From an optimization exercise on the open Yosys and OpenROAD flow, aimed at a short achievable clock period and few clock cycles per item; shortcuts taken in it are not production practice.
The RTL was checked by simulation tests, not by an equivalence proof against the original design.
Power is estimated from default activity; no workload was simulated.

==> flow/design.v (excerpt) <==
module pipe_divider (
    input  logic        clk,
    input  logic        rst,
    input  logic        in_valid,
    output logic        in_ready,
    input  logic [31:0] dividend,
    input  logic [31:0] divisor,
    output logic        out_valid,
    input  logic        out_ready,
    output logic [31:0] quotient,
    output logic [31:0] remainder,
    output logic        div_by_zero
);
    logic              ov;         
    logic              iter;       
    logic [32:0]       pr;         
    logic [31:0]       as_q;       
    logic              sa;         
    logic              qneg;       
    logic              dz;
    logic [31:0]       q;          
    logic [31:0]       qm;         
    logic [31:0]       qo;         
    logic [2:0]        cnt;        
    logic signed [35:0] my1;    
    logic signed [35:0] my2;    
    logic signed [35:0] my3;    
    logic signed [35:0] my4;    
    logic signed [35:0] my5;    
    logic signed [35:0] my6;    
    logic signed [35:0] my7;    
    logic signed [35:0] my8;    
    logic signed [35:0] my9;    
    logic signed [35:0] my10;    
    logic signed [35:0] my11;    
    logic signed [35:0] my12;    
    logic signed [35:0] my13;    
    logic signed [35:0] my14;    
    logic signed [35:0] my15;    
    logic acc;
    assign in_ready    = !iter && (!ov || out_ready);
    assign acc         = in_valid && in_ready;
    assign out_valid   = ov;
    assign quotient    = qo;
    assign remainder   = pr[31:0] + {31'd0, sa};
    assign div_by_zero = dz;
    logic a_s, a_qneg, a_dz;
    logic signed [32:0] dd;        
    assign a_s    = dividend[31];
    assign a_qneg = dividend[31] ^ divisor[31];
    assign a_dz   = divisor == 32'd0;
    assign dd     = {divisor[31], divisor};
    logic [8:0] t;
    assign t[8] = 1'b0;
  ...
Size: ~140 I/O pins.
export LEC_CHECK = 0
export ABC_CLOCK_PERIOD_IN_PS = 4000
export CAP_MARGIN = 20
export CORE_MARGIN = 2
export CORE_UTILIZATION = 40
export GPL_ROUTABILITY_DRIVEN = 1
export GPL_TIMING_DRIVEN = 1
export SETUP_SLACK_MARGIN = 5
export SLEW_MARGIN = 20
export TNS_END_PERCENT = 100
create_clock -name core_clock -period 8.0 [get_ports {clk}]
run.sh (not shown) runs the stock make flow with config.mk's settings and CLKGATE_MAP_FILE= SYNTH_SCRIPT=/design/flow/synth_recipe.tcl, a recipe that flattens the netlist after the stock synthesis.
The first run ran to the end with no violations.
Testbench counts at the start, summed over its fixed seeds: cycles 4,637, items 1,600.
Edit:
--- a/flow/design.v
+++ b/flow/design.v
@@ -306,13 +306,13 @@
     logic dsel11; assign dsel11 = p[11] && !p[12];
     logic dsel12; assign dsel12 = p[12] && !p[13];
     logic dsel13; assign dsel13 = p[13] && !p[14];
     logic dsel14; assign dsel14 = p[14] && !p[15];
     logic dsel15; assign dsel15 = p[15] && !p[16];
     logic [32:0] pr_it;
-    logic [3:0] dig;
+    logic [3:0] dig, digm1, dign;    
     assign pr_it = ({33{dsel0}} & pin[32:0])
                  | ({33{dsel1}} & s1[32:0])
                  | ({33{dsel2}} & s2[32:0])
                  | ({33{dsel3}} & s3[32:0])
                  | ({33{dsel4}} & s4[32:0])
                  | ({33{dsel5}} & s5[32:0])
@@ -328,15 +328,24 @@
                  | ({33{dsel15}} & s15[32:0])
                  ;
     assign dig[0] = dsel1 | dsel3 | dsel5 | dsel7 | dsel9 | dsel11 | dsel13 | dsel15;
     assign dig[1] = dsel2 | dsel3 | dsel6 | dsel7 | dsel10 | dsel11 | dsel14 | dsel15;
     assign dig[2] = dsel4 | dsel5 | dsel6 | dsel7 | dsel12 | dsel13 | dsel14 | dsel15;
     assign dig[3] = dsel8 | dsel9 | dsel10 | dsel11 | dsel12 | dsel13 | dsel14 | dsel15;
-    logic [31:0] q_it, qm_it;
+    assign digm1[0] = dsel0 | dsel2 | dsel4 | dsel6 | dsel8 | dsel10 | dsel12 | dsel14;
+    assign digm1[1] = dsel0 | dsel3 | dsel4 | dsel7 | dsel8 | dsel11 | dsel12 | dsel15;
+    assign digm1[2] = dsel0 | dsel5 | dsel6 | dsel7 | dsel8 | dsel13 | dsel14 | dsel15;
+    assign digm1[3] = dsel0 | dsel9 | dsel10 | dsel11 | dsel12 | dsel13 | dsel14 | dsel15;
+    assign dign[0] = dsel1 | dsel3 | dsel5 | dsel7 | dsel9 | dsel11 | dsel13 | dsel15;
+    assign dign[1] = dsel1 | dsel2 | dsel5 | dsel6 | dsel9 | dsel10 | dsel13 | dsel14;
+    assign dign[2] = dsel1 | dsel2 | dsel3 | dsel4 | dsel9 | dsel10 | dsel11 | dsel12;
+    assign dign[3] = dsel1 | dsel2 | dsel3 | dsel4 | dsel5 | dsel6 | dsel7 | dsel8;
+    logic [31:0] q_it, qm_it, qo_it;
     assign q_it  = {q[27:0], dig};
-    assign qm_it = dsel0 ? {qm[27:0], {4{1'b1}}} : {q[27:0], dig - 4'd1};
+    assign qm_it = {dsel0 ? qm[27:0] : q[27:0], digm1};
+    assign qo_it = qneg ? {dsel0 ? ~qm[27:0] : ~q[27:0], dign} : q_it;    
     always_ff @(posedge clk or posedge rst)
         if (rst) begin
             ov   <= 1'b0;
             iter <= 1'b0;
         end else begin
             if (acc) begin
@@ -351,19 +360,15 @@
                 ov <= 1'b0;
             end
         end
     always_ff @(posedge clk)
         if (acc) begin
             pr   <= pr_acc;
-            as_q <= as_acc;
-            cnt  <= cnt_acc;
             sa   <= a_s;
             qneg <= a_qneg;
             dz   <= a_dz;
-            q    <= 32'd0;
-            qm   <= 32'hFFFF_FFFF;
             qo   <= a_dz ? 32'hFFFF_FFFF : 32'd0;
             my1 <= md1 ^ {36{!a_qneg}};
             my2 <= md2 ^ {36{!a_qneg}};
             my3 <= md3 ^ {36{!a_qneg}};
             my4 <= md4 ^ {36{!a_qneg}};
             my5 <= md5 ^ {36{!a_qneg}};
@@ -376,13 +381,15 @@
             my12 <= md12 ^ {36{!a_qneg}};
             my13 <= md13 ^ {36{!a_qneg}};
             my14 <= md14 ^ {36{!a_qneg}};
             my15 <= md15 ^ {36{!a_qneg}};
         end else if (iter) begin
             pr   <= pr_it;
-            as_q <= as_q << 4;
-            cnt  <= cnt - 3'd1;
-            q    <= q_it;
-            qm   <= qm_it;
-            qo   <= qneg ? ~qm_it : q_it;
+            qo   <= qo_it;
         end
+    always_ff @(posedge clk) begin
+        as_q <= acc ? as_acc : as_q << 4;
+        cnt  <= acc ? cnt_acc : cnt - 3'd1;
+        q    <= acc ? 32'd0 : q_it;
+        qm   <= acc ? 32'hFFFF_FFFF : qm_it;
+    end
 endmodule
Effect: Critical path depth came out higher by 1; via count is lower by 2.5%; sequential cell count does not change; sequential power decreases by about 2%; setup slack degrades by 0.19 ns; routed wire length falls by about 1.3%.
Testbench counts after the change, summed over its fixed seeds: cycles 4,637, items 1,600.

static timing again, ports no longer ideal:
The results above use ideal ports. As a check the final layouts listed here were re-extracted and re-timed, cells and wires unchanged. Step 1, drivers: a clkbuf_16 drives clk and a buf_2 each remaining input, both assumed. Step 2 adds t to the input delays and takes it off the output delays; t is the mean of the earliest and latest rising clock arrival at the registers after step 1. Input paths then give back, and output paths get back, about the clock's delay inside the block. Slacks: ideal / step 1 / step 2; pairs: ideal / step 1.
run	shift t [ns]	setup slack, ns	clock arrival spread, ns
the first run	0.791	2.775 / 2.775 / 2.233	0.059 / 0.059
the second run	0.738	2.589 / 2.557 / 1.819	0.032 / 0.032
After both steps every run listed still meets setup and hold. For the second run, which loses most, drivers alone change the setup slack by -0.032 ns; drivers and shift together by -0.770 ns.
